From an optimization exercise on the open Yosys and OpenROAD flow, aimed at small area and a short achievable clock period; shortcuts taken in it are not production practice.
In this exercise RTL edits were held to simulation tests only and were not proved equivalent to the original.
Power figures rest on the tool's default switching activity, not on a simulated workload.

==> flow/design.v <==
`timescale 1ns/1ps
package cache_pkg;
	localparam int ADDR_WIDTH = 32;                  
	localparam int DATA_WIDTH = 32;
	localparam int BYTE_SEL_WIDTH = $clog2(DATA_WIDTH / 8);
	localparam int TAG_MAX = 28;
	localparam int META_WIDTH = TAG_MAX + 2;
	typedef logic [DATA_WIDTH-1:0] word_t;
	typedef logic [DATA_WIDTH/8-1:0] byte_en_t;
	typedef struct packed {
		logic               valid;
		logic               dirty;
		logic [TAG_MAX-1:0] tag;
	} line_meta_t;
endpackage
`timescale 1ns/1ps
package mem_bus_pkg;
	localparam logic BUS_READ  = 1'b0;    
	localparam logic BUS_WRITE = 1'b1;    
	typedef enum logic [2:0] {
		IDLE      = 3'd0,    
		WB_BURST  = 3'd1,    
		WB_DONE   = 3'd2,    
		RF_BURST  = 3'd3,    
		RF_FINISH = 3'd4     
	} miss_state_t;
endpackage
`timescale 1ns/1ps
`timescale 1ns/1ps
`timescale 1ns/1ps
`timescale 1ns/1ps
module dcache_top (
	input  logic        clk,
	input  logic        rst,
	input  logic [31:0] cpu_addr,
	input  logic [3:0]  cpu_byte_en,
	input  logic        cpu_read,
	input  logic        cpu_write,
	input  logic [31:0] cpu_wr_data,
	output logic [31:0] cpu_rd_data,
	output logic        cpu_stall,
	output logic [31:0] mem_addr,
	output logic        mem_addr_valid,
	output logic        mem_we,
	output logic [31:0] mem_wr_data,
	output logic        mem_wr_valid,
	output logic        mem_wr_last,
	input  logic        mem_addr_ready,
	input  logic        mem_rd_valid,
	input  logic [31:0] mem_rd_data,
	input  logic        mem_wr_ready,
	input  logic        mem_wr_done
);
	localparam int NW = 2;     
	localparam int NS = 4;     
	localparam int NO = 4;     
	localparam int TW = 26;    
	logic [NW-1:0][NS-1:0][TW-1:0]   tag_q;
	logic [NW-1:0][NS-1:0]           valid_q;
	logic [NW-1:0][NS-1:0]           dirty_q;
	logic [NW-1:0][NS*NO-1:0][31:0]  data_q;     
	logic       busy;       
	logic       s_wb;       
	logic       s_wbd;      
	logic       s_rf;       
	logic       s_rff;      
	logic [1:0] beat;       
	logic       rr;         
	logic       vway;       
	logic       mav;        
	logic [TW-1:0] cpu_tag;
	logic [1:0]    idx;
	logic [1:0]    cpu_off;
	logic          cpu_req;
	assign cpu_tag = cpu_addr[31:6];
	assign idx     = cpu_addr[5:4];
	assign cpu_off = cpu_addr[3:2];
	assign cpu_req = cpu_read | cpu_write;
	logic [NS-1:0] set_dec;
	for (genvar s = 0; s < NS; s++) begin : g_set_dec
		assign set_dec[s] = (idx == 2'(s));
	end
	logic [NW-1:0][NS-1:0] eq;      
	logic [NW-1:0]         hit_w;
	logic                  hit;
	for (genvar w = 0; w < NW; w++) begin : g_hit
		for (genvar s = 0; s < NS; s++) begin : g_set
			assign eq[w][s] = (tag_q[w][s] == cpu_tag);
		end
		assign hit_w[w] = |(set_dec & valid_q[w] & eq[w]);
	end
	assign hit = |hit_w;
	logic v0, v1, victim_way, wb_needed;
	assign v0 = |(set_dec & valid_q[0]);
	assign v1 = |(set_dec & valid_q[1]);
	assign victim_way = v0 ? (v1 ? rr : 1'b1) : 1'b0;
	assign wb_needed  = v0 & v1 & |(set_dec & (rr ? dirty_q[1] : dirty_q[0]));
	logic miss;
	assign miss = cpu_req & ~hit;
	assign cpu_stall = cpu_req & (busy | ~hit);
	logic [1:0]          rd_off;
	logic [NS*NO-1:0]    rsel;         
	logic [NW-1:0][31:0] rword;
	assign rd_off = busy ? beat : cpu_off;
	for (genvar k = 0; k < NS * NO; k++) begin : g_rsel
		assign rsel[k] = set_dec[k / NO] & (rd_off == 2'(k % NO));
	end
	logic [NW-1:0][NS*NO-1:0][31:0] term;
	logic [NW-1:0][NS-1:0][31:0]    grp;
	for (genvar w = 0; w < NW; w++) begin : g_rword
		for (genvar k = 0; k < NS * NO; k++) begin : g_term
			assign term[w][k] = {32{rsel[k]}} & data_q[w][k];
		end
		for (genvar s = 0; s < NS; s++) begin : g_grp
			assign grp[w][s] = (term[w][s*NO] | term[w][s*NO+1]) | (term[w][s*NO+2] | term[w][s*NO+3]);
		end
		assign rword[w] = (grp[w][0] | grp[w][1]) | (grp[w][2] | grp[w][3]);
	end
	assign cpu_rd_data = hit_w[1] ? rword[1] : rword[0];
	assign mem_wr_data = vway ? rword[1] : rword[0];
	logic [TW-1:0] vtag;
	assign vtag = vway ? tag_q[1][idx] : tag_q[0][idx];
	assign mem_addr_valid = mav;
	assign mem_we         = s_wb;
	assign mem_wr_valid   = s_wb;
	assign mem_wr_last    = s_wb & (beat == 2'd3);
	assign mem_addr       = s_wb ? {vtag, idx, 4'b0000} : {cpu_addr[31:4], 4'b0000};
	logic          wen;
	logic [NW-1:0] wway;
	logic [3:0]    wbe;
	logic [31:0]   wdata;
	assign wen   = busy ? (s_rf & mem_rd_valid) : cpu_write;
	assign wway  = busy ? {vway, ~vway} : hit_w;
	assign wbe   = busy ? 4'hf : cpu_byte_en;
	assign wdata = busy ? mem_rd_data : cpu_wr_data;
	for (genvar w = 0; w < NW; w++) begin : g_dway
		for (genvar k = 0; k < NS * NO; k++) begin : g_word
			for (genvar b = 0; b < 4; b++) begin : g_byte
				always_ff @(posedge clk) begin
					if (wen & wway[w] & rsel[k] & wbe[b])
						data_q[w][k][8*b +: 8] <= wdata[8*b +: 8];
				end
			end
		end
	end
	logic [NW-1:0][NS-1:0] fill;
	for (genvar w = 0; w < NW; w++) begin : g_mway
		for (genvar s = 0; s < NS; s++) begin : g_mset
			assign fill[w][s] = s_rff & (vway == 1'(w)) & set_dec[s];
			always_ff @(posedge clk) begin
				if (fill[w][s]) begin
					tag_q[w][s]   <= cpu_tag;
					dirty_q[w][s] <= 1'b0;
				end else if (~busy & cpu_write & hit_w[w] & set_dec[s]) begin
					dirty_q[w][s] <= 1'b1;
				end
			end
			always_ff @(posedge clk or negedge rst) begin
				if (!rst)
					valid_q[w][s] <= 1'b0;
				else if (fill[w][s])
					valid_q[w][s] <= 1'b1;
			end
		end
	end
	always_ff @(posedge clk or negedge rst) begin
		if (!rst) begin
			busy  <= 1'b0;
			s_wb  <= 1'b0;
			s_wbd <= 1'b0;
			s_rf  <= 1'b0;
			s_rff <= 1'b0;
			beat  <= 2'd0;
			rr    <= 1'b0;
			mav   <= 1'b0;
		end else begin
			if (mav & mem_addr_ready)
				mav <= 1'b0;
			if (~busy & miss) begin
				busy <= 1'b1;
				mav  <= 1'b1;
				s_wb <= wb_needed;
				s_rf <= ~wb_needed;
			end
			if (s_wb & mem_wr_ready) begin
				beat <= beat + 2'd1;
				if (beat == 2'd3) begin
					s_wb  <= 1'b0;
					s_wbd <= 1'b1;
				end
			end
			if (s_wbd & mem_wr_done) begin
				s_wbd <= 1'b0;
				s_rf  <= 1'b1;
				mav   <= 1'b1;
			end
			if (s_rf & mem_rd_valid) begin
				beat <= beat + 2'd1;
				if (beat == 2'd3) begin
					s_rf  <= 1'b0;
					s_rff <= 1'b1;
				end
			end
			if (s_rff) begin
				s_rff <= 1'b0;
				busy  <= 1'b0;
				rr    <= ~rr;
			end
		end
	end
	always_ff @(posedge clk) begin
		if (~busy)
			vway <= victim_way;
	end
endmodule
==> flow/run.sh <==
#!/bin/bash
# synth_recipe.tcl (not shown) runs the flow's synth.tcl, then flattens the netlist and writes it again
# the make line also repeats each setting of config.mk as NAME=value (left out here)
make -C /OpenROAD-flow-scripts/flow DESIGN_CONFIG=/design/flow/config.mk WORK_HOME=/design/flow/orfs CLKGATE_MAP_FILE= SYNTH_SCRIPT=/design/flow/synth_recipe.tcl finish
==> flow/config.mk <==
export PLATFORM = sky130hd
export DESIGN_NAME = dcache_top
export DESIGN_NICKNAME = dcache_top
export VERILOG_FILES = /design/flow/design.v
export SDC_FILE = /design/flow/constraint.sdc
export NUM_CORES = 4
export LEC_CHECK = 0
export CAP_MARGIN = 20
export CORE_MARGIN = 2
export CORE_UTILIZATION = 40
export PLACE_DENSITY = 0.6
export SLEW_MARGIN = 20
==> flow/constraint.sdc <==
create_clock -name core_clock -period 6.5 [get_ports {clk}]
set_input_delay 1.3000 -clock core_clock [delete_from_list [all_inputs] [get_ports {clk}]]
set_output_delay 1.3000 -clock core_clock [all_outputs]
set_load 0.01 [all_outputs]
==> run summary, run 1 <==
Synth
Counting flops and latches in the post-synthesis netlist gives roughly 1300. The area share of the largest cell type after synthesis is 0.6737. For this run, the number of Yosys warnings is 1. The mapped netlist covers between 50000 and 60000 um^2. In the synthesized netlist the dominant register cell turns out to be sky130_fd_sc_hd__edfxtp_1. The count of flip-flops with a built-in enable after synthesis is between 1000 and 1500. The largest total area in the synthesized netlist belongs to sky130_fd_sc_hd__edfxtp_1.

The mean post-synth cell area is 15.75 um^2. After synthesis, the netlist uses 63 different library cells. The post-synthesis sequential area ratio is 0.6843. The synthesized instance count is between 3000 and 4000.

Of all flip-flops after synthesis, the portion carrying an async set or reset was 0.01351. Sorting the synthesized cells by area gives the leading types as sky130_fd_sc_hd__edfxtp_1 (67%), sky130_fd_sc_hd__mux4_2 (5.7%), sky130_fd_sc_hd__a22oi_1 (4.9%).

Worst setup path
The worst setup path is launched from a primary input. The required time of the critical path is ~5.2 ns. Along the worst path, the maximum fanout reaches 7. The worst setup path is of the in2out kind. The kind of end point of the critical path is an output pin. STA puts the critical path data arrival time at around 5.0 ns.

Clock network
TritonCTS built the clock tree. The clock slew at the register clock pins of the worst setup and hold paths is around 0.060 ns. The clock sink count is about 1300.

The number of CTS-inserted buffers is about 130. The clock reaches the later pin of the worst-skew pair after 0.79 ns. The clock tree synthesis step divided the H-tree into 4 levels. After clock tree synthesis, the repair step resized 0 gates. The number of buffers on the longest clock path is 3. The number of buffers inserted for hold repair after clock tree synthesis is 0. The setup fix buffers added after clock tree synthesis is 0. The root buffer cell chosen for the clock tree is sky130_fd_sc_hd__clkbuf_16.

Power
The internal power of the cells is ~15 mW. The reported net switching power is roughly 6.3 mW. Summed over all cells, the static leakage comes to 21.21 nW. The worst-case IR drop observed on VDD is 0.0002769 V. The power density normalized to cell area is between 300 and 400 nW/um^2. Of the total power, registers draw 0.433. The switching part of the total power is 0.2888. The logic gate share of total power is 0.210. Of the total power, the clock network draws 0.358.

STA
In this run the tightest slew margin relative to its limit is 0.3086. The final count of pins violating max slew came to 0. The aggregate negative setup slack is 0 ns.

The hold violation total from the final report is 0. The final setup violation count is 0. Timing would allow up to ~160 MHz. The measured slew at the worst slew-check pin is around 1.0 ns. The final period utilization is 0.9732. The clock skew after layout is 0.04426 ns. The clock period could shrink to between 6 and 7 ns. Setup repair after global routing left no endpoint under its margin.

Route
The via count is ~35000. After detailed routing, the number of remaining DRC violations is 0. The number of routed nets with antenna violations is 0. The wire length after detailed routing is 177100 um. Using the TritonRoute via totals, the vias-per-cell ratio works out to ~6.2. The length of the first detailed-routing pass in iterations is 6.

The initial DRC count is between 5000 and 6000. After detailed routing, the average wire length per cell comes to slightly above 30 um.

Finish
The share of layout cells above drive strength 1 is 0.1757. The final standard cell utilization of the core is 0.4707. After the last flow step, the layout net total stands at roughly 3900. The number of antenna diodes in the final layout is 0. From synthesis to final layout, the design area changed by 17.31%.

Floorplanning
The die covers approximately 140000 um^2. The starting utilization of the core area is 0.4012. around 210 I/O pins were placed.

After floorplanning, the core was sized to cover roughly 140000 um^2. The floorplan has about 140 rows. The die is ~370 um wide. The overall die height is around 370 um.

Place
Routability-driven placement finished with a final weighted congestion of around 0.93. The number of port buffers is ~200. The total half-perimeter wirelength after legalization and detailed placement is 115400 um.

Global routing
The pin count of the biggest net entering global routing is 78. The first global-routing pass estimated 251000 um of wire. The overall track demand over capacity in global routing is 0.2483. The via count of the first global-routing pass is around 34000. The initial antenna violation count came to 0.

The total overflow left after global routing is 0.

Status
The flow ran to the end and the layout has no timing, DRC or antenna violations.

Flow run
The tool flagged a number of max-cap violations equal to 0.

Hold path
The path class of the tightest hold or removal check is reg2reg.
synthesized netlist by cell type (5+ instances only):
master / n
sky130_fd_sc_hd__inv_1: 26
sky130_fd_sc_hd__buf_1: 28
sky130_fd_sc_hd__a221oi_1: 83
sky130_fd_sc_hd__o21ai_1: 5
sky130_fd_sc_hd__nand4_1: 71
sky130_fd_sc_hd__and3_1: 5
sky130_fd_sc_hd__nor3_1: 27
sky130_fd_sc_hd__o21ai_0: 49
sky130_fd_sc_hd__xor2_1: 164
sky130_fd_sc_hd__nor4_1: 66
sky130_fd_sc_hd__edfxtp_1: 1233
sky130_fd_sc_hd__a31oi_1: 5
sky130_fd_sc_hd__and2_1: 27
sky130_fd_sc_hd__nand2_1: 84
sky130_fd_sc_hd__o22ai_1: 14
sky130_fd_sc_hd__a211oi_1: 12
sky130_fd_sc_hd__a22oi_1: 358
sky130_fd_sc_hd__ha_1: 6
sky130_fd_sc_hd__o221ai_1: 8
sky130_fd_sc_hd__a21oi_1: 70
sky130_fd_sc_hd__nand3_1: 102
sky130_fd_sc_hd__mux2i_1: 143
sky130_fd_sc_hd__buf_6: 30
sky130_fd_sc_hd__or2_2: 11
sky130_fd_sc_hd__nor2_1: 248
sky130_fd_sc_hd__dfrtp_1: 17
sky130_fd_sc_hd__mux2_2: 57
sky130_fd_sc_hd__buf_4: 41
sky130_fd_sc_hd__o211ai_1: 19
sky130_fd_sc_hd__clkbuf_1: 65
sky130_fd_sc_hd__buf_2: 85
sky130_fd_sc_hd__dfxtp_1: 8
sky130_fd_sc_hd__xnor2_1: 46
sky130_fd_sc_hd__mux4_2: 140
sky130_fd_sc_hd__a22o_1: 80
worst paths after layout:
| path | from | endpoint | slack (ns) | depth (start not counted) |
|---|---|---|---|---|
| setup / recovery | cpu_addr[12] | cpu_rd_data[29] | 0.17 | 9 |
| hold / removal | valid_q[6] | valid_q[6] | 0.47 | 1 |
| setup reg to reg | tag_q[160] | data_q[538] | 2.42 | 9 |
| hold reg to reg | valid_q[6] | valid_q[6] | 0.47 | 1 |
| max in group asynchronous | rst | busy | 4.84 | 1 |
| min in group asynchronous | rst | valid_q[5] | 1.04 | 1 |
power by group through the flow:
stage / Sequential [mW] / Clock (mW) / Combinational, mW
after floorplan: 9.53 / 0 / 2.29
after global placement: 9.57 / 0 / 4.49
after detailed placement: 9.57 / 0 / 4.52
after CTS: 9.40 / 7.88 / 4.53
after global routing: 9.41 / 8.18 / 4.81
final: 9.40 / 7.78 / 4.56
layer usage:
layer  global-route usage  up-vias  share of wire
li1                     -    14780              -
met1               0.3504    18050           0.41
met2               0.3852     2054           0.46
met3              0.04989      312          0.096
met4              0.08262        0          0.033
met5                    0        -              0
cells by family after synthesis:
logic type	synth area share
other	0.00006823
buffers and inverters	0.02875
and+or+nand+nor	0.05755
xor gates and xnor gates	0.03346
DFF	0.6843
adders and majority gates	0.001366
muxes	0.09509
AOI/OAI and AO/OA	0.09939
placed cells by master, fill, tap and decap left out, types with 66 or more instances in the layout:
master,count
sky130_fd_sc_hd__mux4_2,140
sky130_fd_sc_hd__nand3_1,102
sky130_fd_sc_hd__edfxtp_1,1233
sky130_fd_sc_hd__a22o_1,80
sky130_fd_sc_hd__clkdlybuf4s50_1,200
sky130_fd_sc_hd__nand2_1,84
sky130_fd_sc_hd__buf_4,232
sky130_fd_sc_hd__mux2i_1,143
sky130_fd_sc_hd__nor4_1,66
sky130_fd_sc_hd__a22oi_1,358
sky130_fd_sc_hd__nand4_1,71
sky130_fd_sc_hd__a221oi_1,83
sky130_fd_sc_hd__a21oi_1,69
sky130_fd_sc_hd__xor2_1,164
sky130_fd_sc_hd__clkbuf_16,132
sky130_fd_sc_hd__nor2_1,248
state kept, by name (all words and copies together), names as in the netlist:
signal / count
tag_q: 208
busy: 1
data_q: 1024
dirty_q: 8
rr: 1
valid_q: 8
s_rf: 1
s_wb: 1
s_rff: 1
vway: 1
s_wbd: 1
mav: 1
beat: 2
through the flow:
step | instances | power, mW | cell area, um^2 | hold slack [ns] | setup WS (ns)
finish | 5722 | 21.74 | 64480 | 0.4663 | 0.1744
global route | 5722 | 22.40 | 64480 | 0.4792 | 0.09470
CTS | 5722 | 21.81 | 64470 | 0.4666 | 0.3011
detailed placement | 5489 | 14.09 | 60010 | 0.4532 | 0.3128
global placement | 5489 | 14.06 | 60010 | 0.4487 | 0.3518
floorplan | 3492 | 11.82 | 54970 | 0.4313 | 0.9428
layout make-up:
class | count | area [um^2]
clock buffers | 153 | 3382
clock inverters | 80 | 1080
fillers | 11690 | 72500
inverters | 28 | 105.1
multi-input cells | 1953 | 15840
flip-flops and latches | 1258 | 37610
well taps | 1794 | 2245
repair buffers | 456 | 4210
critical path, cell delays in order:
cell and delay (ns):
sky130_fd_sc_hd__clkdlybuf4s50_1 0.94, sky130_fd_sc_hd__xor2_1 0.30, sky130_fd_sc_hd__nor4_1 0.10, sky130_fd_sc_hd__nand4_1 0.10
sky130_fd_sc_hd__o22ai_1 0.20, sky130_fd_sc_hd__nor2_1 0.81, sky130_fd_sc_hd__nor3_1 0.09, sky130_fd_sc_hd__a21oi_1 0.50
sky130_fd_sc_hd__clkdlybuf4s50_1 0.65
==> run 2, diff against run 1 <==
--- a/flow/config.mk
+++ b/flow/config.mk
@@ -9,4 +9,5 @@
 export CORE_MARGIN = 2
 export CORE_UTILIZATION = 40
 export PLACE_DENSITY = 0.6
+export SETUP_SLACK_MARGIN = 2.5
 export SLEW_MARGIN = 20
==> run summary, run 2 <==
Finish
The largest registers in the layout are data_q x1024, tag_q x208. The top cell types in the final layout, fill and taps aside, are sky130_fd_sc_hd__edfxtp_1 (1233), sky130_fd_sc_hd__buf_4 (349), sky130_fd_sc_hd__a22oi_1 (290), sky130_fd_sc_hd__nor2_4 (170), sky130_fd_sc_hd__clkbuf_16 (141). The share of layout cells above drive strength 1 is 0.4200 (+0.2443).

The most common cell after layout, fill and taps aside is sky130_fd_sc_hd__edfxtp_1. The net total in the final layout is 4371 (+11%). The final standard cell utilization of the core is 0.5450 (+0.07430). The area growth from synthesis to final layout is 35.83%. The largest register by flop count is data_q.

The number of flip-flops in the largest register is 1024 (unchanged).

Route
The average detailed-routed wire length per instance is 33.80 um (+9.2%). The via count is 39160 (+11%). The via count normalized by instance count is 6.360 (+3.4%).

The number of routed nets with antenna violations was 0 (unchanged). The wire length after detailed routing is 208200 um (+18%). The post-detailed-route DRC marker count is 0 (unchanged).

The length of the first detailed-routing pass in iterations is 6 (unchanged). The initial DRC count came to 5464 (+6.0%).

Clock network
The number of CTS-inserted buffers is 133 (+0.76%). The count of H-tree levels built during CTS is 4 (unchanged). The latest clock arrival within the worst-skew pair came to 0.79 ns (about the same). The number of buffers on the longest clock path is 3 (unchanged).

The clock sink count is 1258 (unchanged). The clock slew at the register clock pins of the worst setup and hold paths is 0.06 ns (about the same). TritonCTS built the clock tree. The root cell of the clock tree is sky130_fd_sc_hd__clkbuf_16.

STA
The post-route minimum period came to 5.029 ns (-1.296 ns). The worst-case headroom to the max-slew limit was 0.1218 (-0.1867). The measured slew at the worst slew-check pin is 1.314 ns (+0.2878 ns). The aggregate negative setup slack is 0 ns (unchanged). The final setup slack of the worst path was 1.471 ns (+1.296 ns). Setup repair after global routing could not meet its margin everywhere. The final period utilization was 0.7737 (-0.1994). The clock skew after layout came to 0.03585 ns (-0.008412 ns). The final count of pins violating max slew is 0 (unchanged).

The final setup violation count is 0 (unchanged). The hold violation total from the final report is 0 (unchanged). The post-route worst hold slack is 0.4673 ns (+0.0009960 ns). The highest attainable clock frequency came to 198.8 MHz (+26%).

Floorplanning
The overall die height is 374.7 um (unchanged). The starting utilization of the core area came to 0.4012 (unchanged). The standard-cell row count is 136 (unchanged). The area of the die came to 140400 um^2 (unchanged). The area of the core was 137000 um^2 (unchanged). The die span in x is 374.7 um (unchanged). The number of I/O pins is 209 (unchanged).

Power
The largest voltage drop on the vdd net is 0.0002363 V (-15%). The overall power consumption is 23.62 mW (+8.7%). The standby leakage power was 25.26 nW (+19%). The power density normalized to cell area is 316.4 nW/um^2 (-6.1%).

Synth
The share of flip-flops with an asynchronous set or reset after synthesis is 0.01351 (unchanged). The post-synthesis sequential area ratio is 0.6843 (unchanged). The mean post-synth cell area was 15.75 um^2 (unchanged). The cell with the most instances after synthesis is sky130_fd_sc_hd__edfxtp_1.

The count of flip-flops with a built-in enable after synthesis is 1233 (unchanged). By area the synthesized netlist is led by sky130_fd_sc_hd__edfxtp_1 (67%), sky130_fd_sc_hd__mux4_2 (5.7%), sky130_fd_sc_hd__a22oi_1 (4.9%). The total number of yosys warnings is 1 (unchanged). Counting instances in the post-synthesis netlist gives the leading cell types as sky130_fd_sc_hd__edfxtp_1 (1233), sky130_fd_sc_hd__a22oi_1 (358), sky130_fd_sc_hd__nor2_1 (248). The cell area after synthesis is 54960 um^2 (unchanged). The area share of the largest cell type after synthesis is 0.6737 (unchanged). The number of unique standard cell types used by synthesis is 63 (unchanged).

The synthesized instance count is 3489 (unchanged). Among all flip-flop cells after synthesis, the most frequent one is sky130_fd_sc_hd__edfxtp_1. The post-synthesis register bit count came to 1258 (unchanged).

The cell type with the highest aggregate area in the netlist is sky130_fd_sc_hd__edfxtp_1.

Global routing
The overflow left after global routing is 0 (unchanged). The via count of the first global-routing pass came to 37700 (+10%). The initial antenna violation count is 7 (+7).

The pin count of the biggest net entering global routing is 65 (-17%). The overall track demand over capacity in global routing was 0.2876 (+0.03923). The first-pass GRT wire length is 287100 um (+14%).

Worst setup path
The data arrival at the endpoint of the critical path is 3.73 ns (-1.30 ns). The worst setup path is of the in2out kind. STA classifies the critical path endpoint as an output pin. The largest driver fanout on the critical path is 8 (+1). The required time of the critical path came to 5.20 ns (about the same).

STA classifies the critical path startpoint as a primary input.

Place
The setup slack at placement came to 0.2615 ns (-0.05136 ns). The total half-perimeter wirelength after legalization and detailed placement came to 117600 um (+1.9%). The number of port buffers is 202 (unchanged). The global placer's final weighted congestion is 0.9206 (-0.83%).

Hold path
The min-delay analysis places its worst path in the category reg2reg.

Status
The flow ran to the end and the layout has no timing, DRC or antenna violations.

Flow run
The count of maximum capacitance violations is 0 (unchanged).
run 2: cell count changes in the layout (fill, tap and decap cells not counted), moves of 109 or more:
cell	previous run	this run
sky130_fd_sc_hd__clkdlybuf4s50_1	200	81
sky130_fd_sc_hd__buf_4	232	349
sky130_fd_sc_hd__nor2_1	248	50
sky130_fd_sc_hd__buf_6	1	118
sky130_fd_sc_hd__buf_12	22	131
sky130_fd_sc_hd__nor2_4	2	170
run 2: per-stage QoR:
stage	cell area [um^2]	std cells
after floorplan	56240	3492
after global placement	60450	5400
final	74650	6158
after CTS	72650	6060
after detailed placement	60490	5402
after global routing	74650	6156
run 2: final cells by class:
class | count | area (um^2)
diodes | 2 | 5.005
clock buffers | 174 | 3587
clock inverters | 66 | 606.8
fillers | 10560 | 62330
inverters | 28 | 132.6
multi-input cells | 1967 | 20480
flip-flops and latches | 1258 | 37620
well taps | 1794 | 2245
repair buffers | 869 | 9973
run 2: path summary, 6_finish.rpt:
kind	start	end	slack (ns)	cells after the start
min reg2reg	dirty_q[3]	dirty_q[3]	0.47	2
max reg2reg	tag_q[112]	data_q[633]	2.79	12
max in group asynchronous	rst	busy	5.33	2
max	cpu_addr[4]	cpu_rd_data[8]	1.47	16
min in group asynchronous	rst	valid_q[6]	0.89	2
min	dirty_q[3]	dirty_q[3]	0.47	2
run 2: cell families after synthesis:
logic type,Yosys count,synth area share
flip-flops,1258,0.6843
AO/OA/AOI/OAI,734,0.09939
AND/OR/NAND/NOR,659,0.05755
multiplexers,340,0.09509
buffers and inverters,281,0.02875
XOR/XNOR,210,0.03346
adder cells (fa/ha/maj),6,0.001366
other,1,0.00006823
run 2: worst max-delay path: stages:
cell and delay (ns):
sky130_fd_sc_hd__buf_16 0.13, sky130_fd_sc_hd__buf_6 0.11, sky130_fd_sc_hd__buf_6 0.11, sky130_fd_sc_hd__buf_6 0.11
sky130_fd_sc_hd__ha_4 0.16, sky130_fd_sc_hd__buf_12 0.14, sky130_fd_sc_hd__and2_4 0.19, sky130_fd_sc_hd__buf_12 0.16
sky130_fd_sc_hd__buf_6 0.12, sky130_fd_sc_hd__a22o_1 0.22, sky130_fd_sc_hd__a221oi_2 0.27, sky130_fd_sc_hd__nand3_2 0.16
sky130_fd_sc_hd__nor2_4 0.22, sky130_fd_sc_hd__buf_6 0.12, sky130_fd_sc_hd__mux2i_1 0.05, sky130_fd_sc_hd__buf_2 0.14
run 2: power breakdown:
part	internal, mW	switching (mW)	total, mW
Clock	4.14	3.30	7.44
Combinational	2.82	3.94	6.75
Sequential	9.32	0.118	9.43
Total	16.3	7.35	23.6
run 2: what timing repair did:
item / CTS / global route
pin swaps: 300 / 252
setup endpoints to repair: 1115 / 553
gates resized for setup: 1184 / 264
cloned: 49 / 5
hold buffers: 0 / 0
buffers inserted: 369 / 91
run 2: per-layer routing:
layer  vias up  global-route usage  routed length, um
met5         -                   0                 63
met4        10              0.1375              12070
met3       664             0.06842              23060
met2      2829              0.4476              95380
met1     19970              0.3805              77580
li1      15690                   -                  -
==> run 3, diff against run 2 <==
--- a/flow/config.mk
+++ b/flow/config.mk
@@ -5,9 +5,10 @@
 export SDC_FILE = /design/flow/constraint.sdc
 export NUM_CORES = 4
 export LEC_CHECK = 0
+export ABC_CLOCK_PERIOD_IN_PS = 3500
 export CAP_MARGIN = 20
 export CORE_MARGIN = 2
-export CORE_UTILIZATION = 40
-export PLACE_DENSITY = 0.6
+export CORE_UTILIZATION = 60
+export PLACE_DENSITY = 0.75
 export SETUP_SLACK_MARGIN = 2.5
 export SLEW_MARGIN = 20
==> run summary, run 3 <==
Status
The flow ran to the end, but the layout failed its checks. A clean result was blocked by max-capacitance violations, max-slew violations.

Synth
The area share of the largest cell type after synthesis is 0.6737 (unchanged). The mean post-synth cell area is 15.75 um^2 (unchanged). The most common flop cell mapped by yosys is sky130_fd_sc_hd__edfxtp_1.

By count the netlist is led by sky130_fd_sc_hd__edfxtp_1 (1233), sky130_fd_sc_hd__a22oi_1 (358), sky130_fd_sc_hd__nor2_1 (248). The synthesized design spends more area on one cell type than any other, namely sky130_fd_sc_hd__edfxtp_1. The post-synthesis sequential area ratio is 0.6843 (unchanged). The cell area after synthesis is 54960 um^2 (unchanged).

The share of flip-flops with an asynchronous set or reset after synthesis is 0.01351 (unchanged). The count of flip-flops with a built-in enable after synthesis is 1233 (unchanged). The post-synthesis register bit count is 1258 (unchanged). The total number of yosys warnings came to 1 (unchanged).

By instance count, the leading cell after synthesis is sky130_fd_sc_hd__edfxtp_1. In the post-synthesis netlist, the biggest area contributors are sky130_fd_sc_hd__edfxtp_1 (67%), sky130_fd_sc_hd__mux4_2 (5.7%), sky130_fd_sc_hd__a22oi_1 (4.9%). The synthesized instance count is 3489 (unchanged). The number of unique standard cell types used by synthesis is 63 (unchanged).

Clock network
TritonCTS built the clock tree. The number of CTS-inserted buffers is 121 (-9.0%). The clock slew at the register clock pins of the worst setup and hold paths is 0.06 ns (about the same). The latest clock arrival within the worst-skew pair is 0.78 ns (about the same). The clock sink count is 1258 (unchanged).

The count of H-tree levels built during CTS is 3 (-1). Clock tree synthesis selected as its root buffer the cell sky130_fd_sc_hd__clkbuf_16. The number of buffers on the longest clock path came to 3 (unchanged).

Floorplanning
The number of I/O pins is 209 (unchanged). The area of the core was 91250 um^2 (-33%). The die span in x came to 306.7 um (-18%). The standard-cell row count came to 111 (-18%). The area of the die is 94040 um^2 (-33%). The overall die height is 306.7 um (-18%).

The starting utilization of the core area came to 0.6023 (+0.2011).

STA
The final setup slack of the worst path is 1.403 ns (-0.06773 ns). The hold violation total from the final report is 0 (unchanged). Setup repair after global routing could not meet its margin everywhere. The post-route worst hold slack is 0.4749 ns (+0.007613 ns). The worst-case headroom to the max-slew limit is -0.03106 (-0.1529). The aggregate negative setup slack is 0 ns (unchanged). The final setup violation count is 0 (unchanged). The post-route minimum period is 5.097 ns (+0.06773 ns). The measured slew at the worst slew-check pin is 1.543 ns (+0.2288 ns).

The final period utilization is 0.7842 (+0.01042). The final count of pins violating max slew is 27 (+27). The highest attainable clock frequency was 196.2 MHz (-1.3%).

The clock skew after layout is 0.07501 ns (+0.03916 ns).

Finish
The most common cell after layout, fill and taps aside is sky130_fd_sc_hd__edfxtp_1. The number of flip-flops in the largest register is 1024 (unchanged). The area taken by multi-input logic gates is 19760 um^2 (-3.6%). Relative to the synthesized area, the layout overhead comes to 31.80%.

More flip-flops sit in one register than any other, and that register is data_q. The share of layout cells above drive strength 1 is 0.4019 (-0.01813). In the final layout, the registers with the most flip-flops are data_q x1024, tag_q x208. In the layout the commonest cells are sky130_fd_sc_hd__edfxtp_1 (1233), sky130_fd_sc_hd__buf_4 (321), sky130_fd_sc_hd__a22oi_1 (295), sky130_fd_sc_hd__nor2_4 (145), sky130_fd_sc_hd__mux4_2 (140). The number of filler cells placed in the layout was 4434 (-58%). The footprint of the flip-flops and latches is 37620 um^2 (about the same). The net total in the final layout is 4308 (-1.4%).

Global routing
The first-pass GRT wire length came to 298600 um (+4.0%). The via count of the first global-routing pass is 40490 (+7.4%). The overflow left after global routing is 0 (unchanged).

The pin count of the biggest net entering global routing is 65 (unchanged). The overall track demand over capacity in global routing is 0.4540 (+0.1664). The initial antenna violation count was 10 (+3).

Power
The largest voltage drop on the vdd net is 0.0002957 V (+25%). The power density normalized to cell area came to 327.1 nW/um^2 (+3.4%). The standby leakage power is 24.67 nW (-2.3%).

The overall power consumption was 23.69 mW (+0.30%).

Place
The number of port buffers is 202 (unchanged). The global placer's final weighted congestion is 0.9940 (+8.0%). The total half-perimeter wirelength after legalization and detailed placement is 112900 um (-4.0%).

The setup slack at placement is 0.4125 ns (+0.1510 ns).

Worst setup path
The required time of the critical path came to 5.20 ns (about the same). The largest driver fanout on the critical path is 11 (+3). The data arrival at the endpoint of the critical path came to 3.80 ns (+0.07 ns). The worst setup path is captured at an output pin. The worst setup path is launched from a primary input. The path depth of the worst reg2reg path was 9 (-3). The start-to-end type of the worst setup path is in2out.

Route
The wire length after detailed routing was 236900 um (+14%). The via count normalized by instance count is 7.844 (+23%). The length of the first detailed-routing pass in iterations is 16 (+10).

The number of routed nets with antenna violations is 0 (unchanged). The average detailed-routed wire length per instance is 43.19 um (+28%). The post-detailed-route DRC marker count was 0 (unchanged). The initial DRC count is 8874 (+62%).

The via count is 43030 (+9.9%).

Hold path
The path type of the worst min-delay path is reg2reg. The depth of the worst hold-timing path is 1 (-1).

Flow run
The count of maximum capacitance violations is 3 (+3).
## run 3: path summary, 6_finish.rpt
kind / startpoint / end / slack, ns
hold / removal: s_wbd / s_wbd / 0.47
min in group asynchronous: rst / s_wbd / 1.09
max in group asynchronous: rst / busy / 4.73
setup reg to reg: tag_q[128] / data_q[899] / 2.63
hold reg to reg: s_wbd / s_wbd / 0.47
setup / recovery: cpu_addr[5] / mem_wr_data[6] / 1.40
## run 3: what timing repair did
| item | CTS | global route |
|---|---|---|
| hold buffers | 0 | 0 |
| setup buffers | 314 | 112 |
| cloned | 51 | 10 |
| gates resized for setup | 1055 | 266 |
| pin swaps | 296 | 228 |
| setup endpoints to repair | 1121 | 609 |
## run 3: area by class of cell
class / count / area share
Antenna cell: 5 / 0.0001727
Clock buffer: 139 / 0.04303
Clock inverter: 85 / 0.01180
Inverter: 28 / 0.001814
Multi-Input combinational cell: 1969 / 0.2727
Sequential cell: 1258 / 0.5193
Tap cell: 1186 / 0.02049
Timing Repair Buffer: 816 / 0.1307
## run 3: critical path, stage by stage
cell and delay (ns):
sky130_fd_sc_hd__buf_16 0.13, sky130_fd_sc_hd__buf_12 0.14, sky130_fd_sc_hd__buf_6 0.11, sky130_fd_sc_hd__ha_4 0.18
sky130_fd_sc_hd__and2_4 0.25, sky130_fd_sc_hd__buf_6 0.15, sky130_fd_sc_hd__buf_8 0.14, sky130_fd_sc_hd__a22o_1 0.21
sky130_fd_sc_hd__a221oi_2 0.51, sky130_fd_sc_hd__nand3_1 0.18, sky130_fd_sc_hd__nor2_2 0.19, sky130_fd_sc_hd__mux2i_1 0.09
sky130_fd_sc_hd__buf_2 0.18
## run 3: per-layer routing
metal | global-route usage | routed length (um) | vias up
li1 | - | - | 15560
met3 | 0.1266 | 35860 | 1791
met4 | 0.3696 | 28420 | 4
met1 | 0.5281 | 68300 | 20500
met5 | 0 | 31 | -
met2 | 0.7097 | 104300 | 5169
## run 3: through the flow
step	instance area (um^2)	util	std cells
after CTS	69960	0.7667	5356
after global placement	59400	0.6510	4767
after global routing	72430	0.7938	5482
after detailed placement	59400	0.6510	4767
final	72440	0.7939	5486
after floorplan	56240	-	3492
## run 3: cell families after synthesis
group	share of synthesized area
other	0.00006823
AOI/OAI and AO/OA	0.09939
DFF	0.6843
adders and majority gates	0.001366
and+or+nand+nor	0.05755
xor gates and xnor gates	0.03346
muxes	0.09509
buffers and inverters	0.02875
## run 3: where the power goes
group	switching, mW	internal [mW]	leakage (nW)
logic	4.25	2.60	11.4
registers	0.141	9.31	11.4
clock network	3.39	4.00	1.94
==> run 4, diff against run 3 <==
--- a/flow/design.v
+++ b/flow/design.v
@@ -118,13 +118,12 @@
 	end
 	assign cpu_rd_data = hit_w[1] ? rword[1] : rword[0];
 	assign mem_wr_data = vway ? rword[1] : rword[0];
-	logic [TW-1:0] vtag;
-	assign vtag = vway ? tag_q[1][idx] : tag_q[0][idx];
+	logic [TW-1:0] wb_tag;     
 	assign mem_addr_valid = mav;
 	assign mem_we         = s_wb;
 	assign mem_wr_valid   = s_wb;
 	assign mem_wr_last    = s_wb & (beat == 2'd3);
-	assign mem_addr       = s_wb ? {vtag, idx, 4'b0000} : {cpu_addr[31:4], 4'b0000};
+	assign mem_addr       = s_wb ? {wb_tag, idx, 4'b0000} : {cpu_tag, idx, 4'b0000};
 	logic          wen;
 	logic [NW-1:0] wway;
 	logic [3:0]    wbe;
@@ -209,7 +208,9 @@
 		end
 	end
 	always_ff @(posedge clk) begin
-		if (~busy)
-			vway <= victim_way;
+		if (~busy) begin
+			vway   <= victim_way;
+			wb_tag <= victim_way ? tag_q[1][idx] : tag_q[0][idx];
+		end
 	end
 endmodule
--- a/flow/config.mk
+++ b/flow/config.mk
@@ -5,10 +5,10 @@
 export SDC_FILE = /design/flow/constraint.sdc
 export NUM_CORES = 4
 export LEC_CHECK = 0
-export ABC_CLOCK_PERIOD_IN_PS = 3500
 export CAP_MARGIN = 20
 export CORE_MARGIN = 2
 export CORE_UTILIZATION = 60
 export PLACE_DENSITY = 0.75
 export SETUP_SLACK_MARGIN = 2.5
 export SLEW_MARGIN = 20
+export TNS_END_PERCENT = 5
==> run summary, run 4 <==
Worst setup path
The capture point of the worst reg-to-reg path is data_q[619]. The largest driver fanout on the critical path is 7 (-4). In this design, the largest share of critical-path delay is due to buffers and inverters. STA classifies the critical path startpoint as a primary input. Traced cell by cell, the critical path runs through buf_16 -> ha_4 -> buf_8 -> and2_4 -> buf_6 -> buf_12 -> buf_16 -> a22oi_2 -> nand4_1 -> buf_4 -> nor2_2 -> mux2i_2 -> buf_2. The highest-delay cell along the critical path is sky130_fd_sc_hd__nor2_2. The path depth of the worst reg2reg path is 16 (+7). The number of cells on the critical path is 13 (unchanged). The data arrival at the endpoint of the critical path is 3.69 ns (-0.11 ns). The required time of the critical path is 5.20 ns (about the same). The origin of the worst setup path is cpu_addr[5].

The worst setup slack for register-to-register paths is 2.40 ns (-0.23 ns). The worst path buffer plus inverter count came to 7 (+1). The critical path ends at cpu_rd_data[25]. The kind of end point of the critical path is an output pin. By startpoint and endpoint, the worst setup path is classified as in2out. The peak per-stage delay on the critical path came to 0.36 ns (-0.15 ns). The startpoint of the worst-slack reg-to-reg timing path is tag_q[125]. Counting stages on the worst path, the most repeated cell is sky130_fd_sc_hd__buf_16.

Floorplanning
The standard-cell row count is 110 (-0.90%). The area of the core is 90290 um^2 (-1.1%). The starting utilization of the core area is 0.6074 (+0.005086).

The die span in x is 306.3 um (-0.11%). The overall die height is 306.3 um (-0.11%). The area of the die was 93840 um^2 (-0.22%). The number of I/O pins came to 209 (unchanged).

Synth
The mean post-synth cell area was 15.95 um^2 (+1.3%). The post-synthesis sequential area ratio is 0.7000 (+0.01572). The cell area after synthesis came to 54840 um^2 (-0.22%). The area share of the largest cell type after synthesis is 0.6894 (+0.01570). The total number of yosys warnings was 1 (unchanged). The number of unique standard cell types used by synthesis is 53 (-16%).

The most common flop cell mapped by yosys is sky130_fd_sc_hd__edfxtp_1. The post-synthesis register bit count is 1284 (+2.1%). The count of flip-flops with a built-in enable after synthesis is 1259 (+2.1%).

The synthesized instance count came to 3438 (-1.5%). By count the netlist is led by sky130_fd_sc_hd__edfxtp_1 (1259), sky130_fd_sc_hd__a22oi_1 (357), sky130_fd_sc_hd__nor2_1 (258). The share of flip-flops with an asynchronous set or reset after synthesis is 0.01324 (-0.0002736).

Ranked by total cell area, the synthesized netlist is headed by sky130_fd_sc_hd__edfxtp_1 (69%), sky130_fd_sc_hd__mux4_2 (5.0%), sky130_fd_sc_hd__a22oi_1 (4.9%). Summed over all instances, the cell type with the most area after synthesis is sky130_fd_sc_hd__edfxtp_1. The cell with the most instances after synthesis is sky130_fd_sc_hd__edfxtp_1.

Clock network
The clock slew at the register clock pins of the worst setup and hold paths is 0.06 ns (about the same). The number of buffers on the longest clock path came to 3 (unchanged). The count of H-tree levels built during CTS was 4 (+1). The clock sink count was 1284 (+2.1%). The number of CTS-inserted buffers is 130 (+7.4%). The latest clock arrival within the worst-skew pair came to 0.78 ns (about the same). The number of buffers inserted for hold repair after clock tree synthesis is 0 (unchanged). The cell sitting at the root of the clock tree is a sky130_fd_sc_hd__clkbuf_16.

The TritonCTS clock tree is done.

Power
The power density normalized to cell area is 351.1 nW/um^2 (+7.3%). The power share of the clock group is 0.305 (-0.007). The internal power of the cells is 16.79 mW (+5.5%). The largest voltage drop on the vdd net is 0.0003394 V (+15%).

The sequential share of power came to 0.396 (-0.003). The switching part of the total power is 0.3274 (-0.0009740). The reported net switching power came to 8.170 mW (+5.0%). The standby leakage power is 24.34 nW (-1.3%).

The logic gate share of total power is 0.300 (+0.011).

Route
The via count normalized by instance count was 7.550 (-3.7%). The via count came to 40990 (-4.7%). The post-detailed-route DRC marker count is 0 (unchanged). The initial DRC count was 7776 (-12%).

The number of routed nets with antenna violations is 0 (unchanged). The wire length after detailed routing is 222300 um (-6.2%). The length of the first detailed-routing pass in iterations is 7 (-9). The average detailed-routed wire length per instance is 40.95 um (-5.2%).

Place
The number of port buffers is 202 (unchanged). The global placer's final weighted congestion is 0.9547 (-4.0%). The total half-perimeter wirelength after legalization and detailed placement is 111600 um (-1.2%).

STA
The final period utilization is 0.7670 (-0.01718). The highest attainable clock frequency is 200.6 MHz (+2.2%). The final setup violation count is 0 (unchanged). The aggregate negative setup slack is 0 ns (unchanged). The worst-case headroom to the max-slew limit is 0.1985 (+0.2296). The hold violation total from the final report is 0 (unchanged).

The measured slew at the worst slew-check pin is 1.199 ns (-0.3435 ns). The final count of pins violating max slew is 0 (-100%). The clock skew after layout is 0.05470 ns (-0.02031 ns). The post-route minimum period was 4.985 ns (-0.1117 ns). Setup repair after global routing could not meet its margin everywhere.

Global routing
The pin count of the biggest net entering global routing is 121 (+86%). The overall track demand over capacity in global routing came to 0.4388 (-0.01514). The overflow left after global routing is 0 (unchanged). The initial antenna violation count came to 11 (+1). The via count of the first global-routing pass is 39540 (-2.3%). The first-pass GRT wire length is 288300 um (-3.5%).

Finish
The net total in the final layout is 4259 (-1.1%). The largest registers in the layout are data_q x1024, tag_q x208, wb_tag x26. The final standard cell utilization of the core is 0.7873 (-0.006528). Leaving out fill and tap cells, the most frequent cells in the layout are sky130_fd_sc_hd__edfxtp_1 (1259), sky130_fd_sc_hd__buf_4 (386), sky130_fd_sc_hd__a22oi_1 (273), sky130_fd_sc_hd__nor2_1 (201). The share of layout cells above drive strength 1 is 0.3613 (-0.04060). More flip-flops sit in one register than any other, and that register is data_q.

The most common cell after layout, fill and taps aside is sky130_fd_sc_hd__edfxtp_1. The area growth from synthesis to final layout is 29.62%. The number of flip-flops in the largest register came to 1024 (unchanged).

Flow run
The count of maximum capacitance violations is 0 (-3).

Status
The flow ran to the end and the layout has no timing, DRC or antenna violations.

Hold path
The path class of the tightest hold or removal check is reg2reg.
==> run 4: changes by cell type in the layout (fill, tap and decap cells not counted), sizes merged, moves of 13 or more <==
cell,delta
a21oi,+40
mux4,-19
clkdlybuf4s50,+26
buf,-20
mux2,+22
clkbuf,+13
nor4,-24
edfxtp,+26
and2,-14
a211oi,+13
o21ai,-29
nand2,-23
==> run 4: metal layers <==
metal | GRT usage | share of wire | vias up
li1 | - | - | 15320
met1 | 0.5134 | 0.30 | 19850
met2 | 0.6944 | 0.45 | 4430
met3 | 0.1214 | 0.15 | 1376
met4 | 0.3341 | 0.10 | 18
met5 | 0 | 0.0015 | -
==> run 4: what timing repair did <==
| item | 4_1_cts | 5_1_grt |
|---|---|---|
| hold endpoints to repair | 0 | 0 |
| cloned | 47 | 7 |
| pin swaps | 192 | 120 |
| gates resized for setup | 761 | 173 |
| setup endpoints to repair | 1126 | 896 |
| setup buffers | 211 | 88 |
==> run 4: stage by stage <==
step                      cell area, um^2  total power, mW  hold WS, ns  cells  setup WS, ns
after floorplan                     56290            13.04       0.4313   3441         2.043
after global placement              60490            15.34       0.4426   4836        0.4959
after detailed placement            60490            15.47       0.4544   4836        0.5156
after CTS                           69410            23.74       0.4723   5330         1.728
after global routing                71080            25.26       0.4957   5425         1.559
final                               71090            24.96       0.4791   5429         1.515
==> run 4: area by class of cell <==
cell class	count	area, um^2
sequential	1284	38400
fill	4579	19200
multi-input combinational	1904	17860
timing repair buffer	812	9074
clock buffer	152	3357
tap	1176	1471
clock inverter	84	817.0
inverter	13	97.59
antenna	4	10.01
==> run 4: power by group through the flow <==
| stage | sequential [mW] | combinational, mW | clock (mW) |
|---|---|---|---|
| global placement | 10.0 | 5.32 | 0 |
| floorplan | 9.96 | 3.08 | 0 |
| finish | 9.88 | 7.48 | 7.60 |
| detailed placement | 10.0 | 5.45 | 0 |
| global route | 9.89 | 7.54 | 7.82 |
| CTS | 9.86 | 6.48 | 7.40 |
==> run 4: cell families after synthesis <==
logic type,Yosys count,share of synthesized area
flops,1284,0.7000
other cells,1,0.00006838
fa+ha+maj,6,0.001369
buf+inv,258,0.02297
compound gates,727,0.09796
simple gates,615,0.05313
xor+xnor,210,0.03354
mux,337,0.09092
==> run 4: worst min-delay path by stage <==
stage                           from    endpoint  cells past startpoint
after floorplan           dirty_q[5]  dirty_q[5]                      2
after global placement    dirty_q[5]  dirty_q[5]                      2
after detailed placement  valid_q[4]  valid_q[4]                      1
after CTS                 dirty_q[7]  dirty_q[7]                      2
after global routing      dirty_q[5]  dirty_q[5]                      2
final                     dirty_q[5]  dirty_q[5]                      2
==> run 4: worst register-to-register path: cells and delay by family, from the launching register on <==
| kind | cells | cell delay [ns] |
|---|---|---|
| XOR/XNOR | 1 | 0.27 |
| buffers and inverters | 8 | 1.53 |
| flip-flops | 1 | 0.56 |
| AND/OR/NAND/NOR | 5 | 1.07 |
| AO/OA/AOI/OAI | 2 | 0.36 |
==> run 5, diff against run 4 <==
==> flow/flow/run.sh (new file) <==
#!/bin/bash
# The standard layout with three changes to how it is made:
#  - ports get plain buffers (buf_4) instead of the resizer's default pick, a delay cell;
#  - the clock tree uses clkbuf_4/clkbuf_8 and no dummy loads;
# Everything else (synthesis, floorplan, power grid, placement, routing) is the standard flow's.
set -euo pipefail
cat >> config.mk <<'EOC'
export BUFFER_PORTS_ARGS = -buffer_cell sky130_fd_sc_hd__buf_4
export CTS_ARGS = -sink_clustering_enable -repair_clock_nets -dont_use_dummy_load -buf_list {sky130_fd_sc_hd__clkbuf_4 sky130_fd_sc_hd__clkbuf_8}
EOC
bash standard.sh > flow_make.log 2>&1
==> flow/standard.sh (new file) <==
#!/bin/bash
# synth_recipe.tcl (not shown) runs the flow's synth.tcl, then flattens the netlist and writes it again
# the make line also repeats each setting of config.mk as NAME=value (left out here)
make -C /OpenROAD-flow-scripts/flow DESIGN_CONFIG=/design/flow/config.mk WORK_HOME=/design/flow/orfs CLKGATE_MAP_FILE= SYNTH_SCRIPT=/design/flow/synth_recipe.tcl "${@:-finish}"
--- a/flow/config.mk
+++ b/flow/config.mk
@@ -12,3 +12,5 @@
 export SETUP_SLACK_MARGIN = 2.5
 export SLEW_MARGIN = 20
 export TNS_END_PERCENT = 5
+export BUFFER_PORTS_ARGS = -buffer_cell sky130_fd_sc_hd__buf_4
+export CTS_ARGS = -sink_clustering_enable -repair_clock_nets -dont_use_dummy_load -buf_list {sky130_fd_sc_hd__clkbuf_4 sky130_fd_sc_hd__clkbuf_8}
removed: flow/run.sh
==> run summary, run 5 <==
STA
The hold violation total from the final report was 0 (unchanged). The final setup violation count was 0 (unchanged). The aggregate negative setup slack is 0 ns (unchanged). The highest attainable clock frequency is 206.8 MHz (+3.1%).

The final count of pins violating max slew is 0 (unchanged). The final setup slack of the worst path is 1.663 ns (+0.1485 ns). The measured slew at the worst slew-check pin is 1.090 ns (-0.1091 ns). The post-route minimum period is 4.837 ns (-0.1485 ns). The worst-case headroom to the max-slew limit is 0.2713 (+0.07283). Setup repair after global routing could not meet its margin everywhere.

The clock skew after layout was 0.1223 ns (+0.06762 ns). The final period utilization is 0.7441 (-0.02285).

Floorplanning
The starting utilization of the core area came to 0.6074 (unchanged). The number of I/O pins is 209 (unchanged). The area of the core is 90290 um^2 (unchanged).

The area of the die is 93840 um^2 (unchanged). The die span in x was 306.3 um (unchanged). The standard-cell row count came to 110 (unchanged). The overall die height is 306.3 um (unchanged).

Clock network
The clock slew at the register clock pins of the worst setup and hold paths is 0.06 ns (about the same). The clock sink count is 1284 (unchanged). The number of CTS-inserted buffers came to 194 (+49%).

The number of buffers on the longest clock path is 3 (unchanged). The latest clock arrival within the worst-skew pair is 0.90 ns (+0.12 ns). TritonCTS built the clock tree. The number of buffers inserted for hold repair after clock tree synthesis came to 0 (unchanged). The count of H-tree levels built during CTS is 4 (unchanged). The tree is rooted in a sky130_fd_sc_hd__clkbuf_8.

Synth
The number of unique standard cell types used by synthesis is 53 (unchanged). The area share of the largest cell type after synthesis was 0.6894 (unchanged). The post-synthesis register bit count is 1284 (unchanged). sky130_fd_sc_hd__edfxtp_1 takes more of the synthesized area than any other cell. The synthesized instance count came to 3438 (unchanged).

For this run, the leading register cell type out of synthesis is sky130_fd_sc_hd__edfxtp_1. The total number of yosys warnings is 1 (unchanged). Among all cell types in the netlist, the one instantiated most often is sky130_fd_sc_hd__edfxtp_1. The share of flip-flops with an asynchronous set or reset after synthesis is 0.01324 (unchanged). The cell area after synthesis is 54840 um^2 (unchanged). Sorting the synthesized cells by area gives the leading types as sky130_fd_sc_hd__edfxtp_1 (69%), sky130_fd_sc_hd__mux4_2 (5.0%), sky130_fd_sc_hd__a22oi_1 (4.9%). The commonest cells after synthesis are sky130_fd_sc_hd__edfxtp_1 (1259), sky130_fd_sc_hd__a22oi_1 (357), sky130_fd_sc_hd__nor2_1 (258). The mean post-synth cell area is 15.95 um^2 (unchanged). The count of flip-flops with a built-in enable after synthesis is 1259 (unchanged). The post-synthesis sequential area ratio is 0.7000 (unchanged).

Worst setup path
The worst setup path is captured at an output pin. The required time of the critical path is 5.20 ns (about the same). The worst setup path is of the in2out kind. The largest driver fanout on the critical path is 7 (unchanged).

The data arrival at the endpoint of the critical path came to 3.54 ns (-0.15 ns). The worst setup path is launched from a primary input.

Route
The post-detailed-route DRC marker count was 0 (unchanged). The via count normalized by instance count came to 7.374 (-2.3%). The number of routed nets with antenna violations is 0 (unchanged). The average detailed-routed wire length per instance is 37.47 um (-8.5%).

The wire length after detailed routing is 192900 um (-13%). The length of the first detailed-routing pass in iterations is 6 (-1). The via count is 37970 (-7.4%). The initial DRC count is 7084 (-8.9%).

Place
The total half-perimeter wirelength after legalization and detailed placement is 104700 um (-6.1%). The global placer's final weighted congestion is 1.010 (+5.8%). The number of placed instances with taps included is 4785 (-1.1%).

The placed standard-cell area came to 59330 um^2 (-1.9%). The number of port buffers is 202 (unchanged). The setup slack at placement was 0.9981 ns (+0.4825 ns).

Global routing
The overflow left after global routing is 0 (unchanged). The overall track demand over capacity in global routing was 0.4040 (-0.03484). The met2 global-route usage was 0.6314 (-0.06296). The pin count of the biggest net entering global routing came to 156 (+29%). The met3 demand-to-capacity share in global routing is 0.1060 (-0.01548). The first-pass GRT wire length came to 266000 um (-7.7%). The initial antenna violation count is 7 (-4).

The via count of the first global-routing pass is 37050 (-6.3%). After global routing, the most crowded layer is met2. The met1 usage was 0.4952 (-0.01817).

Finish
The net total in the final layout is 4084 (-4.1%). Compared with the post-synthesis result, the final layout area differs by 18.66%. The final instance area is 65080 um^2 (-8.5%).

The most common cell after layout, fill and taps aside is sky130_fd_sc_hd__edfxtp_1. The largest registers in the layout are data_q x1024, tag_q x208, wb_tag x26. More flip-flops sit in one register than any other, and that register is data_q. The number of standard cells in the final layout excluding fillers is 5149 (-5.2%). The share of layout cells above drive strength 1 came to 0.3319 (-0.02936). The number of flip-flops in the largest register came to 1024 (unchanged).

The library cells used most frequently in the layout, excluding fill and tap cells, are sky130_fd_sc_hd__edfxtp_1 (1259), sky130_fd_sc_hd__buf_4 (448), sky130_fd_sc_hd__a22oi_1 (306), sky130_fd_sc_hd__nor2_1 (203), sky130_fd_sc_hd__clkbuf_8 (194).

Flow run
The count of maximum capacitance violations is 0 (unchanged).

Power
The standby leakage power was 21.80 nW (-10%). The largest voltage drop on the vdd net is 0.0002806 V (-17%). The power density normalized to cell area is 332.9 nW/um^2 (-5.2%).

Status
The flow ran to the end and the layout has no timing, DRC or antenna violations.

Hold path
The path class of the tightest hold or removal check is in2async.
==> run 5: area by class of cell <==
class	instances	area, um^2
diodes	5	12.51
clock buffers	194	2670
fillers	5431	25210
inverters	13	63.81
multi-input cells	1933	17420
flip-flops and latches	1284	38400
well taps	1176	1471
repair buffers	544	5037
==> run 5: stage by stage <==
step / power, mW / hold slack, ns / utilization
3_5_place_dp: 15.16 / 0.4560 / 0.6572
6_report: 21.66 / 0.3144 / 0.7208
3_3_place_gp: 15.03 / 0.4507 / 0.6572
4_1_cts: 21.23 / 0.2778 / 0.7127
2_1_floorplan: 13.04 / 0.4313 / -
5_1_grt: 22.10 / 0.3144 / 0.7207
==> run 5: kinds of logic after synthesis <==
logic type               synth area share
multiplexers                      0.09092
buffers and inverters             0.02297
XOR/XNOR                          0.03354
adder cells (fa/ha/maj)          0.001369
AND/OR/NAND/NOR                   0.05313
other                          0.00006838
AO/OA/AOI/OAI                     0.09796
flip-flops                         0.7000
==> run 5: where the power goes <==
group          switching (mW)  internal [mW]
combinational            3.99           2.37
sequential              0.160           9.72
clock                    2.81           2.61
==> run 5: worst max-delay path, cell delays in order <==
cell                      delay [ns]
sky130_fd_sc_hd__buf_16         0.12
sky130_fd_sc_hd__inv_8          0.11
sky130_fd_sc_hd__ha_4           0.20
sky130_fd_sc_hd__buf_4          0.16
sky130_fd_sc_hd__nand2_4        0.08
sky130_fd_sc_hd__nor4_4         0.35
sky130_fd_sc_hd__nand4_1        0.14
sky130_fd_sc_hd__nor4_1         0.37
sky130_fd_sc_hd__or4_4          0.21
sky130_fd_sc_hd__o41a_1         0.24
sky130_fd_sc_hd__nor2_4         0.07
sky130_fd_sc_hd__buf_4          0.17
==> run 5: worst paths after layout <==
kind | start | to | slack, ns | depth (start not counted)
worst min register to register | dirty_q[4] | dirty_q[4] | 0.47 | 2
max in group asynchronous | rst | busy | 5.91 | 1
worst max register to register | tag_q[30] | data_q[390] | 2.26 | 10
min in group core_clock | dirty_q[4] | dirty_q[4] | 0.47 | 2
worst max-delay path | cpu_addr[5] | cpu_stall | 1.66 | 12
worst min-delay path | rst | valid_q[7] | 0.31 | 1
==> run 5: metal layers <==
layer / wire (um) / up-vias
met2: 88240 / 3647
met3: 27420 / 901
met1: 60370 / 18600
li1: - / 14810
met5: 69 / -
met4: 16820 / 10
==> run 5: repair_timing <==
item / in CTS / in global routing
gates resized for setup: 185 / 83
setup buffers: 95 / 22
endpoints found under the setup margin: 579 / 602
gates cloned: 41 / 7
pin swaps: 67 / 46

-- afterwards: timing with drivers on the ports --
The results above use ideal ports. As a check the final layouts listed here were re-extracted and re-timed, cells and wires unchanged. Step 1, drivers: a clkbuf_16 drives clk and a buf_2 each remaining input, both assumed. Step 2, shift: input delay + t, output delay - t, t = (earliest + latest rising clock arrival at the registers) / 2. This alone moves slack from input paths to output paths. a / b / c = no drivers / after step 1 / after step 2; a / b = the first two.
run | t, ns | setup slack, ns | hold slack, ns
run 1 | 0.845 | 0.174 / 0.151 / 0.151 | 0.466 / 0.466 / 0.466
run 2 | 0.858 | 1.471 / 1.230 / 1.230 | 0.467 / 0.467 / 0.467
run 3 | 0.804 | 1.403 / 1.287 / 1.287 | 0.475 / 0.475 / 0.475
run 4 | 0.824 | 1.515 / 1.271 / 1.271 | 0.479 / 0.479 / 0.479
run 5 | 0.911 | 1.663 / 1.602 / 1.203 | 0.314 / 0.271 / 0.475
The setup slack of run 5, which loses most, moves by -0.061 ns with the drivers and by -0.460 ns with both steps.
